This design comes from an exercise in tuning for small area, a short achievable clock period and few clock cycles per item on the open sky130 flow, not from production work.
The RTL was checked by simulation tests, not by an equivalence proof against the original design.
No activity file was given, so power comes from the tool's default toggle rates.

==> flow/design.v, too long to show whole: its modules and the start of the top module <==
// module rhsc_front: 44 lines
// module rhsc_queue: 95 lines
// module rhsc_back: 1819 lines
// module rhsc_fa: 10 lines
// module rolling_hash_substring_counter_top: 60 lines
module rolling_hash_substring_counter_top (
  input  logic        clk,
  input  logic        rst_n,
  input  logic        in_valid,
  output logic        in_ready,
  input  logic [1:0]  in_op,
  input  logic [7:0]  in_char,
  output logic        out_valid,
  input  logic        out_ready,
  output logic        out_match,
  output logic [15:0] out_start,
  output logic [15:0] out_count
);
  // ...
==> flow/run.sh <==
#!/bin/bash
# synth_recipe.tcl (not shown) runs the flow's synth.tcl, then flattens the netlist and writes it again
# the make line also repeats each setting of config.mk as NAME=value (left out here)
make -C /OpenROAD-flow-scripts/flow DESIGN_CONFIG=/design/flow/config.mk WORK_HOME=/design/flow/orfs CLKGATE_MAP_FILE= SYNTH_SCRIPT=/design/flow/synth_recipe.tcl finish
==> flow/config.mk <==
export PLATFORM = sky130hd
export DESIGN_NAME = rolling_hash_substring_counter_top
export DESIGN_NICKNAME = rolling_hash_substring_counter_top
export VERILOG_FILES = /design/flow/design.v
export SDC_FILE = /design/flow/constraint.sdc
export NUM_CORES = 4
export LEC_CHECK = 0
export ABC_CLOCK_PERIOD_IN_PS = 3200
export CAP_MARGIN = 20
export CORE_MARGIN = 2
export CORE_UTILIZATION = 60
export SETUP_SLACK_MARGIN = 3.8
export SLEW_MARGIN = 20
export SYNTH_HIERARCHICAL = 1
export SYNTH_MINIMUM_KEEP_SIZE = 0
==> flow/constraint.sdc <==
create_clock -name core_clock -period 7.0 [get_ports {clk}]
set_input_delay 1.4000 -clock core_clock [delete_from_list [all_inputs] [get_ports {clk}]]
set_output_delay 1.4000 -clock core_clock [all_outputs]
set_load 0.01 [all_outputs]
==> impl_metrics.json, run 1 <==
{
  "status": "timing/DRC/antenna clean",
  "use_met3_pct": 3.46,
  "min_period_ns": 3.39,
  "ys_top_cells_by_area": "edfxtp_1 40%, fa_1 22%, dfxtp_1 13%, and2_1 3.0%, ha_1 2.8%",
  "port_buffers": 48,
  "path_class": "reg2reg",
  "critPathCapture": "u_back.yb_r[28]$_SDFFE_PP0P_",
  "powerClk_mw": 4.89,
  "n_all_buffers": 167,
  "hold_ws_ns": 0.330,
  "antenna-diode-count": 0,
  "grtUsageTotal_pct": 26.1,
  "nNonClkInverters": 188,
  "busiest_layer": "met2",
  "ys.flop_type": "edfxtp_1",
  "drt_wl_total_microns": 101000,
  "final_cells": 4405,
  "grt_first_pass_wirelength_microns": 154000,
  "numCtsBuffers": 91,
  "synth.most_common_cell": "edfxtp_1",
  "crit_chain": "clkinvlp_4 -> fa_2 -> fa_2 -> fa_2 -> fa_2 -> fa_2 -> fa_2 -> mux2i_1 -> nor2_1",
  "p_comb_share_pct": 36.4,
  "timing.rr.start": "u_back.yb_r[4]$_SDFFE_PP0P_",
  "yosys.area_share.simple_pct": 8.37,
  "largestClassByArea": "flip-flops and latches",
  "synth_top_area_cell": "edfxtp_1",
  "hpwl_microns": 68000,
  "multi_input_gates": 2025,
  "dr_wl_met2_microns": 47700,
  "finalMaxSlewViolations": 0,
  "multi_input_area_sq_um": 21300,
  "relSlewSlack_pct": 30.5,
  "dr.max_layer_used": "met5",
  "min_from": "u_back.s2_elig$_DFF_P_",
  "synth-seq-area-share_pct": 52.3,
  "nFillCells": 5098
}
Testbench counts, summed over its fixed seeds: cycles 24,804, items 22,232.
==> run 2: changes to the inputs <==
--- a/flow/config.mk
+++ b/flow/config.mk
@@ -6,9 +6,11 @@
 export NUM_CORES = 4
 export LEC_CHECK = 0
-export ABC_CLOCK_PERIOD_IN_PS = 3200
+export ABC_CLOCK_PERIOD_IN_PS = 3400
 export CAP_MARGIN = 20
 export CORE_MARGIN = 2
 export CORE_UTILIZATION = 60
-export SETUP_SLACK_MARGIN = 3.8
+export CTS_CLUSTER_DIAMETER = 80
+export CTS_CLUSTER_SIZE = 28
+export SETUP_SLACK_MARGIN = 3.6
 export SLEW_MARGIN = 20
 export SYNTH_HIERARCHICAL = 1
==> run 2 against run 1 <==
  * Still clean on timing, DRC and antenna
  * Via count is 3.7% lower
  * Clock-buffer cell count decreased by 53
  * Critical path depth is 2 higher
  * Area after synthesis unchanged
  * Total power is 12% lower
  * Final area shrank 4.9%
  * Worst hold slack gained 0.012 ns
  * Die area is the same
  * Wire length is 4.9% lower
  * First-iteration DRC count increased by 7.5%
  * Largest power group unchanged
  * Highest routed layer is now met4
==> impl_metrics.json, run 2 <==
{
  "status": "timing/DRC/antenna clean",
  "drv_cap": 0,
  "end_kind": "register",
  "ys.flop_type": "edfxtp_1",
  "min_period_ns": 3.40,
  "antenna-diode-count": 0,
  "worstSetupStartpointType": "register",
  "cp.arrival_ns": 3.91,
  "cts_root_buf": "clkbuf_16",
  "h-tree-depth": 2,
  "fin_ws_ns": 3.60,
  "io_pins": 49,
  "cts_hold_buf": 0,
  "final_cell_mix": "599 x edfxtp_1, 446 x fa_1, 217 x and2_1, 208 x dfxtp_1, 181 x nor2_1",
  "crit_fanout": 4,
  "crit_chain": "fa_1 -> ha_4 -> nand3_1 -> or2_4 -> or3b_4 -> a2111o_1 -> a22oi_2 -> a41oi_2 -> mux2i_1 -> o21ai_1 -> nor3b_2",
  "final_common_cell": "edfxtp_1",
  "die_y_microns": 279,
  "drive_gt1_share_pct": 12.4,
  "port_buffers": 48,
  "period_share_pct": 48.6,
  "powerDensity_nw_per_um2": 320,
  "preCtsSetupSlack_ns": 2.97,
  "synthArstFlopShare_pct": 0,
  "die_w_microns": 279,
  "postPlaceCellArea_sq_um": 47000,
  "dieArea_sq_um": 77900,
  "syn_area_per_cell_sq_um": 14.3,
  "tightestPinTransition_ns": 1.06,
  "grt_max_degree": 196,
  "ys_top_cells_by_count": "599 x edfxtp_1, 495 x fa_1, 288 x dfxtp_1",
  "vias": 24500,
  "detail_route.wl_per_cell_microns": 22.3,
  "synth_cells": 3180,
  "hpwl_microns": 67600,
  "cp.required_ns": 7.51,
  "clk-insertion-delay-late_ns": 0.63,
  "grtUsageTotal_pct": 25.2,
  "reg_top3": "u_back.seg32: 256 flops, u_back.seg16: 128 flops, u_back.seg8: 64 flops",
  "p_leak_nw": 17.1,
  "area_delta_synth_final_pct": 9.28,
  "regMostFlops": "u_back.seg32",
  "drt_first_iter_violations": 1810,
  "gp_congestion": 0.948,
  "slowest_delay_ns": 0.49,
  "synth_cell_types": 88,
  "ir_drop_v": 0.000307,
  "synth_edf_count": 599,
  "numCtsBuffers": 47,
  "grt_antenna_before_repair": 1,
  "largest_reg_flops": 256,
  "syn-cell-area_sq_um": 45400,
  "initial_core_util_pct": 60.8,
  "cp_top_family": "compound AO/OA/AOI/OAI gates",
  "drc_errors": 0,
  "ant_nets": 0,
  "postLayoutCellArea_sq_um": 49600,
  "final_util_pct": 66.4,
  "rows": 100,
  "skew_ns": 0.0243,
  "reg2reg_depth": 11,
  "avgViaCountPerCell": 5.70,
  "ys_seq_elements": 887,
  "cts.sinks": 887,
  "cts_tree": "built",
  "ys_top_cells_by_area": "edfxtp_1 40%, fa_1 22%, dfxtp_1 13%, and2_1 3.0%, ha_1 2.8%",
  "crit_buf_inv": 0,
  "core_sq_um": 74700,
  "synth.most_common_cell": "edfxtp_1",
  "rsz0062_at_grt": "true",
  "relSlewSlack_pct": 29.3,
  "synth_top_area_cell": "edfxtp_1",
  "clk_path_buf_depth": 3,
  "gr-total-overflow": 0,
  "max_freq_ghz": 0.294,
  "drt_first_pass_iters": 5,
  "final_nets": 3893,
  "finalMaxSlewViolations": 0,
  "setup_viol": 0,
  "synth_top_area_share_pct": 39.6,
  "grt_first_pass_wirelength_microns": 149000,
  "path_class": "reg2reg",
  "path_depth": 11,
  "yosys_warnings": 15,
  "hold_path_depth": 0,
  "grt_pass1_vias": 25200,
  "synth-seq-area-share_pct": 52.3,
  "final-hold-violation-count": 0,
  "drt_wl_total_microns": 95500,
  "cp_slowest_cell": "a2111o_1",
  "hp-class": "reg2reg",
  "path_clk_slew_ns": 0.10
}
-- run 2: metal layers --
metal | share of wire [%] | track usage, % | vias to the layer above | wire length (microns)
met4 | 2.4 | 6.26 | 0 | 2300
met1 | 46 | 37.7 | 12600 | 43700
met2 | 47 | 40.0 | 563 | 44500
met5 | 0 | 0 | - | 0
li1 | - | - | 11100 | -
met3 | 5.2 | 2.96 | 128 | 4990
-- run 2: layout make-up --
cell class                 instances  area [sq um]
tap                              969          1210
multi-input combinational       2025         21000
clock inverter                    22           255
inverter                         188           779
timing repair buffer             133          1230
clock buffer                      63          1240
sequential                       887         23900
fill                            5337         25100
-- run 2: worst paths after layout --
check        slack [ns]                           to                   start
min                0.34       u_back.s3_elig$_DFF_P_  u_back.s2_elig$_DFF_P_
min reg2reg        0.34       u_back.s3_elig$_DFF_P_  u_back.s2_elig$_DFF_P_
max                3.60  u_back.j_r[31]$_SDFFE_PP0P_  u_back.xa_r[7]$_DFF_P_
max reg2reg        3.60  u_back.j_r[31]$_SDFFE_PP0P_  u_back.xa_r[7]$_DFF_P_
-- run 2: modules after synthesis, one instance, submodules excluded, excerpt --
module,times used,flops+latches,area (sq um)
rhsc_back,1,737,28900
rhsc_fa,492,0,20.0
rhsc_front,1,17,596
rhsc_queue,1,133,6020
-- run 2: kinds of logic after synthesis --
| family | count (synthesis) | share of synthesized area, % |
|---|---|---|
| fa+ha+maj | 597 | 24.6 |
| buf+inv | 276 | 2.40 |
| other cells | 2 | 0.0165 |
| xor+xnor | 196 | 3.78 |
| simple gates | 735 | 8.37 |
| flops | 887 | 52.3 |
| mux | 157 | 3.79 |
| compound gates | 330 | 4.67 |
-- run 2: report_power, final --
part	switching [mW]	internal [mW]	total, mW
Combinational	3.37	2.85	6.22
Clock	1.75	1.32	3.07
Sequential	0.482	6.09	6.57
-- run 2: per-stage QoR --
stage | total power, mW | hold slack (ns) | TNS [ns] | std cells
after CTS | 15.7 | 0.348 | 0 | 4260
after global routing | 16.9 | 0.357 | 0 | 4287
final | 15.9 | 0.342 | 0 | 4287
after global placement | 12.3 | 0.321 | 0 | 4144
after detailed placement | 12.4 | 0.324 | 0 | 4144
after floorplan | 10.7 | 0.310 | -841.31 | 3187
-- run 2: timing repair --
action,CTS,global route
pin swaps,12,25
endpoints found under the hold margin,0,0
resized for setup,140,101
endpoints found under the setup margin,59,94
cloned,1,0
buffers inserted,30,26
==> run 3: changes to the inputs <==
--- a/flow/config.mk
+++ b/flow/config.mk
@@ -10,6 +10,4 @@
 export CORE_MARGIN = 2
 export CORE_UTILIZATION = 60
-export CTS_CLUSTER_DIAMETER = 80
-export CTS_CLUSTER_SIZE = 28
 export SETUP_SLACK_MARGIN = 3.6
 export SLEW_MARGIN = 20
==> run 3 against run 2 <==
  * Final area is 3.2% higher
  * Die area stayed put
  * Worst hold slack better by 0.010 ns
  * Sequential share of layout area is 1.5 points lower
  * Area after synthesis stayed put
  * Largest power group unchanged
  * Non-clock buffer count is 2 higher
  * Total power is 10% higher
  * Wire length is 2.8% higher
  * Setup slack better by 0.0089 ns
  * Sequential power hardly changed
  * Utilization is 2.1 points higher
==> impl_metrics.json, run 3 <==
{
  "avgViaCountPerCell": 5.70,
  "syn_area_per_cell_sq_um": 14.3,
  "max_freq_ghz": 0.295,
  "ys_top_cells_by_area": "edfxtp_1 40%, fa_1 22%, dfxtp_1 13%, and2_1 3.0%, ha_1 2.8%",
  "syn-cell-area_sq_um": 45400,
  "use_met2_pct": 40.5,
  "drive_gt1_share_pct": 14.5,
  "yosys_warnings": 15,
  "drv_cap": 0,
  "synth_top_area_share_pct": 39.6,
  "powerDensity_nw_per_um2": 341,
  "port_buffers": 48,
  "grtUsageTotal_pct": 25.8,
  "p_sw_share_pct": 33.9,
  "drc_errors": 0,
  "vias": 24900,
  "dieArea_sq_um": 77900,
  "largest_reg_flops": 256,
  "clock_power_share_pct": 26.8,
  "crit_fanout": 3,
  "die_w_microns": 279,
  "reg_top3": "u_back.seg32: 256 flops, u_back.seg16: 128 flops, u_back.seg8: 64 flops",
  "synth_cell_types": 88,
  "ys_seq_elements": 887,
  "synthArstFlopShare_pct": 0,
  "busiest_layer": "met2",
  "antenna-diode-count": 0,
  "cp.required_ns": 7.50,
  "grt_use_met1_pct": 37.8,
  "pwr-share-seq_pct": 37.7,
  "initial_core_util_pct": 60.8,
  "die_y_microns": 279,
  "skew_ns": 0.0832,
  "hp-class": "reg2reg",
  "preCtsSetupSlack_ns": 2.97,
  "detail_route.wl_per_cell_microns": 22.5,
  "gr-total-overflow": 0,
  "rows": 100,
  "min_from": "u_back.s2_elig$_DFF_P_",
  "p_int_mw": 11.5,
  "synth_edf_count": 599,
  "cts_hold_buf": 0,
  "grt_pass1_vias": 25900,
  "dp.cells": 4144,
  "grt_antenna_before_repair": 2,
  "ys.flop_type": "edfxtp_1",
  "gp_congestion": 0.948,
  "synth.most_common_cell": "edfxtp_1",
  "path_clk_slew_ns": 0.06,
  "numCtsBuffers": 90,
  "rsz0062_at_grt": "true",
  "hpwl_microns": 67600,
  "end_kind": "register",
  "hold_path_depth": 0,
  "tightestPinTransition_ns": 1.07,
  "period_share_pct": 48.5,
  "cts.sinks": 887,
  "relSlewSlack_pct": 28.7,
  "fin_tns_setup_ns": 0,
  "final_common_cell": "edfxtp_1",
  "clk_path_buf_depth": 3,
  "timing.rr.start": "u_back.yb_r[1]$_SDFFE_PP0P_",
  "area_delta_synth_final_pct": 12.7,
  "final_nets": 3939,
  "io_pins": 49,
  "drt_wl_total_microns": 98200,
  "synth_top_area_cell": "edfxtp_1",
  "reg2reg_slack_ns": 3.61,
  "timing.rr.end": "u_back.yb_r[29]$_SDFFE_PP0P_",
  "cts_tree": "built",
  "finalMaxSlewViolations": 0,
  "hold_end": "u_back.s3_elig$_DFF_P_",
  "clk-insertion-delay-late_ns": 0.67,
  "cp_slowest_cell": "fa_2",
  "final_cells": 4373,
  "drt_first_iter_violations": 1631,
  "final_cell_mix": "599 x edfxtp_1, 432 x fa_1, 217 x and2_1, 214 x dfxtp_1, 181 x nor2_1",
  "final-hold-violation-count": 0,
  "ant_nets": 0,
  "min_period_ns": 3.39,
  "grt_first_pass_wirelength_microns": 152000,
  "p_comb_share_pct": 35.5,
  "cpMostUsedCell": "fa_2",
  "path_class": "reg2reg",
  "slowest_delay_ns": 0.53,
  "use_met3_pct": 4.08,
  "status": "timing/DRC/antenna clean",
  "ir_drop_v": 0.000265,
  "core_sq_um": 74700,
  "synth_cells": 3180,
  "cts_root_buf": "clkbuf_16",
  "drt_first_pass_iters": 6,
  "regMostFlops": "u_back.seg32",
  "p_leak_nw": 17.8,
  "reg2reg_depth": 9,
  "grt_max_degree": 196,
  "synth-seq-area-share_pct": 52.3,
  "worstSetupStartpointType": "register",
  "ys_top_cells_by_count": "599 x edfxtp_1, 495 x fa_1, 288 x dfxtp_1",
  "cp-startpoint": "u_back.yb_r[1]$_SDFFE_PP0P_",
  "crit_chain": "clkinvlp_4 -> fa_2 -> fa_2 -> fa_2 -> fa_2 -> fa_2 -> fa_1 -> mux2i_1 -> nor2_1",
  "cp.arrival_ns": 3.89,
  "h-tree-depth": 3,
  "fin_ws_ns": 3.61,
  "p_sw_mw": 5.92,
  "setup_viol": 0
}
## run 3: cell counts after synthesis
Identical to the previous run, type by type.
## run 3: metrics by stage
step	hold WS (ns)	utilization [%]	instance area (sq um)	power (mW)
6_report	0.352	68.5	51200	17.5
5_1_grt	0.374	68.5	51200	18.5
4_1_cts	0.362	67.9	50700	17.4
3_5_place_dp	0.324	63.0	47000	12.4
3_3_place_gp	0.321	63.0	47000	12.3
2_1_floorplan	0.310	-	45400	10.7
## run 3: per-layer routing
| layer | share of wire, % | vias to the layer above |
|---|---|---|
| met5 | 0 | - |
| met4 | 2.8 | 0 |
| met3 | 5.3 | 154 |
| met2 | 47 | 609 |
| met1 | 45 | 12900 |
| li1 | - | 11300 |
## run 3: cells by family after synthesis
| logic type | after synthesis | share of synthesized area (%) |
|---|---|---|
| AOI/OAI and AO/OA | 330 | 4.67 |
| xor gates and xnor gates | 196 | 3.78 |
| adders and majority gates | 597 | 24.6 |
| buffers and inverters | 276 | 2.40 |
| DFF | 887 | 52.3 |
| muxes | 157 | 3.79 |
| other | 2 | 0.0165 |
| and+or+nand+nor | 735 | 8.37 |
## run 3: final cells by class
type	instances	area, sq um
inverter	188	808
clock buffer	123	2420
clock inverter	45	505
timing repair buffer	135	1290
sequential	887	23900
tap	969	1210
multi-input combinational	2026	21000
fill	5190	23500
## run 3: worst max path at each step
stage | to | slack [ns] | cells past startpoint
after floorplan | u_back.lv_r[0]$_DFFE_PP_ | -1.63 | 3
after global placement | u_queue.cnt_out_r[4]$_SDFFE_PN0P_ | 2.99 | 8
after detailed placement | u_queue.cnt_out_r[14]$_SDFFE_PN0P_ | 2.97 | 8
after CTS | u_back.yb_r[29]$_SDFFE_PP0P_ | 3.52 | 9
after global routing | u_back.j_r[31]$_SDFFE_PP0P_ | 3.48 | 11
final | u_back.yb_r[29]$_SDFFE_PP0P_ | 3.61 | 9
## run 3: what timing repair did
item,CTS,global route
gates cloned,1,2
pin swaps,24,19
resized for setup,168,103
setup endpoints to repair,62,92
setup buffers,43,14
## run 3: worst max-delay path: cells and delay by family, from the launching register on
kind          cells  cell delay [ns]
simple gates      1             0.05
fa+ha+maj         6             2.52
buf+inv           1             0.14
flops             1             0.37
mux               1             0.14
## run 3: power by group through the flow
| stage | clock [mW] | sequential, mW | combinational, mW |
|---|---|---|---|
| floorplan | 0 | 6.52 | 4.22 |
| global placement | 0 | 6.65 | 5.61 |
| detailed placement | 0 | 6.67 | 5.77 |
| CTS | 4.81 | 6.57 | 6.01 |
| global route | 5.01 | 6.63 | 6.90 |
| finish | 4.68 | 6.58 | 6.19 |
## run 3: modules after synthesis (local to each module, per instance), excerpt
module | flops+latches | area [sq um]
rhsc_front | 17 | 596
rhsc_fa | 0 | 20.0
rhsc_back | 737 | 28900
rhsc_queue | 133 | 6020

[separate check: timing with driven ports]
Ports are ideal in the flow. The routed layouts listed here were re-timed in OpenROAD.
Step 1: set_driving_cell puts a clkbuf_16 on clk and a buf_2 on each other input, an assumption about the parent block.
Step 2 adds t to the input delays and takes it off the output delays; t is the mean of the earliest and latest rising clock arrival at the registers after step 1. Input paths then give back, and output paths get back, about the clock's delay inside the block.
Slacks: ideal / step 1 / step 2; pairs: ideal / step 1.
run	t (ns)	setup slack, ns	pins driven straight from the clock port
run 1	0.718	3.606 / 3.606 / 3.227	1
run 2	0.685	3.597 / 3.597 / 3.052	1
run 3	0.696	3.606 / 3.606 / 3.173	1
After both steps setup and hold are still met in every run listed. For run 2, which loses most, drivers alone change the setup slack by 0.000 ns; drivers and shift together by -0.545 ns.
